Background: an optimization exercise with open tools, aiming at small area. Do not read the settings as production practice. In this exercise RTL edits were held to simulation tests only and were not proved equivalent to the original. No activity file was given, so power comes from the tool's default toggle rates.

==> 08-09 <==
==> flow/design.v <==
module ram_dp_pipe #(
  parameter int unsigned DATA_WIDTH   = 32,
  parameter int unsigned ADDR_WIDTH   = 6,
  parameter int unsigned DEPTH        = 48,
  parameter int unsigned RD_LATENCY   = 1,
  parameter bit          WRITE_FIRST  = 1'b0,
  parameter bit          CLEAR_ON_RST = 1'b1
) (
  input  logic                    clk,
  input  logic                    rst,
  input  logic                    wr_enb,
  input  logic [ADDR_WIDTH-1:0]   wr_addr,
  input  logic [DATA_WIDTH-1:0]   wr_data,
  input  logic [DATA_WIDTH/8-1:0] wr_be,
  input  logic                    rd_enb,
  input  logic [ADDR_WIDTH-1:0]   rd_addr,
  output logic [DATA_WIDTH-1:0]   rd_data,
  output logic                    rd_valid,
  output logic                    rd_err,
  output logic                    wr_err
);
  localparam int unsigned NumBytes = DATA_WIDTH / 8;
  logic [DATA_WIDTH-1:0] mem [DEPTH];
  logic                  wr_in_range;
  logic                  rd_in_range;
  logic [DATA_WIDTH-1:0] wr_word;
  logic [DEPTH-1:0]      wr_row;
  logic [DEPTH-1:0]      wr_row_n;
  logic [NumBytes-1:0]   wr_byte_n;
  logic [DEPTH-1:0]      rd_row;
  logic [DATA_WIDTH-1:0] rd_word;
  logic [DATA_WIDTH-1:0] dat_q;
  logic                  vld_q;
  logic                  err_q;
  logic                  wr_err_q;
  assign wr_in_range = (wr_addr < ADDR_WIDTH'(DEPTH));
  assign rd_in_range = (rd_addr < ADDR_WIDTH'(DEPTH));
  assign wr_word = wr_data & {DATA_WIDTH{~rst}};
  always_comb begin
    for (int b = 0; b < NumBytes; b++) begin
      wr_byte_n[b] = ~(rst | (wr_enb & wr_be[b]));
    end
    for (int r = 0; r < DEPTH; r++) begin
      wr_row[r]   = (wr_addr == ADDR_WIDTH'(r));
      wr_row_n[r] = ~(rst | wr_row[r]);
      rd_row[r] = (rd_addr == ADDR_WIDTH'(r));
    end
  end
  for (genvar r = 0; r < DEPTH; r++) begin : g_row
    for (genvar b = 0; b < NumBytes; b++) begin : g_byte
      logic we;
      ram_dp_pipe_nor2 u_we (.a(wr_row_n[r]), .b(wr_byte_n[b]), .y(we));
      always_ff @(posedge clk) begin
        if (we) mem[r][8*b +: 8] <= wr_word[8*b +: 8];
      end
    end
  end
  for (genvar i = 0; i < DATA_WIDTH; i++) begin : g_rd_bit
    logic [DEPTH/3-1:0] part_n;
    for (genvar g = 0; g < DEPTH/3; g++) begin : g_grp
      ram_dp_pipe_aoi222 u_aoi (
        .a0(mem[3*g][i]),   .s0(rd_row[3*g]),
        .a1(mem[3*g+1][i]), .s1(rd_row[3*g+1]),
        .a2(mem[3*g+2][i]), .s2(rd_row[3*g+2]),
        .y_n(part_n[g])
      );
    end
    ram_dp_pipe_or16n u_or (.a_n(part_n), .y(rd_word[i]));
  end
  always_ff @(posedge clk) begin
    dat_q <= rd_word;
  end
  always_ff @(posedge clk) begin
    if (rst) begin
      vld_q    <= 1'b0;
      err_q    <= 1'b0;
      wr_err_q <= 1'b0;
    end else begin
      vld_q    <= rd_enb;
      err_q    <= rd_enb & ~rd_in_range;
      wr_err_q <= wr_enb & ~wr_in_range;
    end
  end
  assign rd_data  = dat_q;
  assign rd_valid = vld_q;
  assign rd_err   = err_q;
  assign wr_err   = wr_err_q;
endmodule
module ram_dp_pipe_aoi222 (
  input  logic a0, s0, a1, s1, a2, s2,
  output logic y_n
);
  assign y_n = ~((a0 & s0) | (a1 & s1) | (a2 & s2));
endmodule
module ram_dp_pipe_or16n (
  input  logic [15:0] a_n,
  output logic        y
);
  assign y = ~&a_n;
endmodule
module ram_dp_pipe_nor2 (
  input  logic a, b,
  output logic y
);
  assign y = ~(a | b);
endmodule
==> flow/run.sh <==
#!/bin/bash
# synth_recipe.tcl (not shown) runs the flow's synth.tcl, then flattens the netlist and writes it again
# the make line also repeats each setting of config.mk as NAME=value (left out here)
make -C /OpenROAD-flow-scripts/flow DESIGN_CONFIG=/design/flow/config.mk WORK_HOME=/design/flow/orfs CLKGATE_MAP_FILE= SYNTH_SCRIPT=/design/flow/synth_recipe.tcl finish
==> flow/config.mk <==
export PLATFORM = sky130hd
export DESIGN_NAME = ram_dp_pipe
export DESIGN_NICKNAME = ram_dp_pipe
export VERILOG_FILES = /design/flow/design.v
export SDC_FILE = /design/flow/constraint.sdc
export NUM_CORES = 4
export LEC_CHECK = 0
export CAP_MARGIN = 20
export CORE_MARGIN = 2
export CORE_UTILIZATION = 55
export SLEW_MARGIN = 20
export SYNTH_HIERARCHICAL = 1
==> flow/constraint.sdc <==
create_clock -name core_clock -period 5.0 [get_ports {clk}]
set_input_delay 1.0000 -clock core_clock [delete_from_list [all_inputs] [get_ports {clk}]]
set_output_delay 1.0000 -clock core_clock [all_outputs]
set_load 0.01 [all_outputs]
==> 01-11: changes against 08-09 <==
--- a/flow/design.v
+++ b/flow/design.v
@@ -44,5 +44,5 @@
       wr_row[r]   = (wr_addr == ADDR_WIDTH'(r));
       wr_row_n[r] = ~(rst | wr_row[r]);
-      rd_row[r] = (rd_addr == ADDR_WIDTH'(r));
+      rd_row[r] = (rd_addr == ADDR_WIDTH'(r)) & ~rst;
     end
   end
@@ -69,5 +69,5 @@
   end
   always_ff @(posedge clk) begin
-    dat_q <= rd_word;
+    if (rst | rd_enb) dat_q <= rd_word;
   end
   always_ff @(posedge clk) begin
==> flow/flow/run.sh (new file) <==
#!/bin/bash
# The standard layout (standard.sh), with two changes:
#  - ports are buffered with the smallest buffer instead of a delay cell;
#  - clock tree synthesis: clkbuf_16 root, clkbuf_8 tree, clkbuf_4 leaf
#    buffers on small sink clusters (clock-pin slew stays low), and no
#    dummy balancing loads.
set -euo pipefail
export BUFFER_PORTS_ARGS="-buffer_cell sky130_fd_sc_hd__buf_1"
export CTS_ARGS="-sink_clustering_enable -repair_clock_nets -buf_list {sky130_fd_sc_hd__clkbuf_4 sky130_fd_sc_hd__clkbuf_8 sky130_fd_sc_hd__clkbuf_16} -root_buf sky130_fd_sc_hd__clkbuf_16 -tree_buf sky130_fd_sc_hd__clkbuf_8 -sink_clustering_buffer sky130_fd_sc_hd__clkbuf_4 -sink_clustering_size ${CLUSTER_SIZE:-8} -sink_clustering_max_diameter 40 -dont_use_dummy_load"
bash standard.sh > standard.log 2>&1
==> flow/standard.sh (new file) <==
#!/bin/bash
# synth_recipe.tcl (not shown) runs the flow's synth.tcl, then flattens the netlist and writes it again
# the make line also repeats each setting of config.mk as NAME=value (left out here)
make -C /OpenROAD-flow-scripts/flow DESIGN_CONFIG=/design/flow/config.mk WORK_HOME=/design/flow/orfs CLKGATE_MAP_FILE= SYNTH_SCRIPT=/design/flow/synth_recipe.tcl "${@:-finish}"
- CAP_MARGIN: 20 -> 10
- SLEW_MARGIN: 20 -> 10
removed: flow/run.sh
==> load_flow_metrics.sql <==
INSERT INTO impl_metrics (metric_group, metric, value, unit) VALUES
('logic_synthesis', 'post_syn_area', '0.05525', 'mm^2'),
('floorplanning', 'initial_core_util', '55.33', '%'),
('run_status', 'status', 'finished clean', ''),
('worst_setup_path', 'cp_data_required_time', '5580', 'ps'),
('logic_synthesis', 'synthesis.instances', '2638', ''),
('pwr', 'sw_frac_of_total', '22.59', '%');
# the run above: 01-11

==> load_flow_metrics.sql <==
INSERT INTO impl_metrics (metric_group, metric, value, unit) VALUES
('run_status', 'status', 'finished clean', ''),
('logic_synthesis', 'post_syn_area', '0.05488', 'mm^2'),
('floorplanning', 'initial_core_util', '55.60', '%'),
('placement', 'place.port_buffers', '86', ''),
('worst_setup_path', 'critical_path.top_delay_family', 'simple AND/OR/NAND/NOR gates', ''),
('floorplanning', 'floorplan.die.height', '319.9', 'um'),
('route', 'dr_wl_met2', '71220', 'um'),
('worst_setup_path', 'worstReg2RegEnd', 'dat_q[0]', '');
# the run above: 08-09

-- port drivers added, routing unchanged --
No port has a modelled driver above. Below, the same layouts with a new extraction and two added sets of constraints.
Step 1 (the two cells are an assumption about what drives the block):
set clk [get_ports {clk}]
set_driving_cell -lib_cell sky130_fd_sc_hd__clkbuf_16 $clk
set_driving_cell -lib_cell sky130_fd_sc_hd__buf_2 [delete_from_list [all_inputs] $clk]
Step 2 moves the port delays by t, midway between the first and last clock arrival at a register: inputs arrive t later, outputs are due t later. That takes back most of the time a late clock gives input paths.
Three values: ideal ports, drivers, drivers and shift; two values: the first two.
run | t (ns) | slack for setup (ns) | worst data-port slew with drivers (ns)
08-09 | 0.815 | 1.193 / 1.221 / 0.406 | 0.16
01-11 | 0.784 | 1.304 / 1.122 / 0.338 | 0.28
After both steps every run listed still meets setup and hold. For 01-11, which loses most, drivers alone change the setup slack by -0.182 ns; drivers and shift together by -0.966 ns.
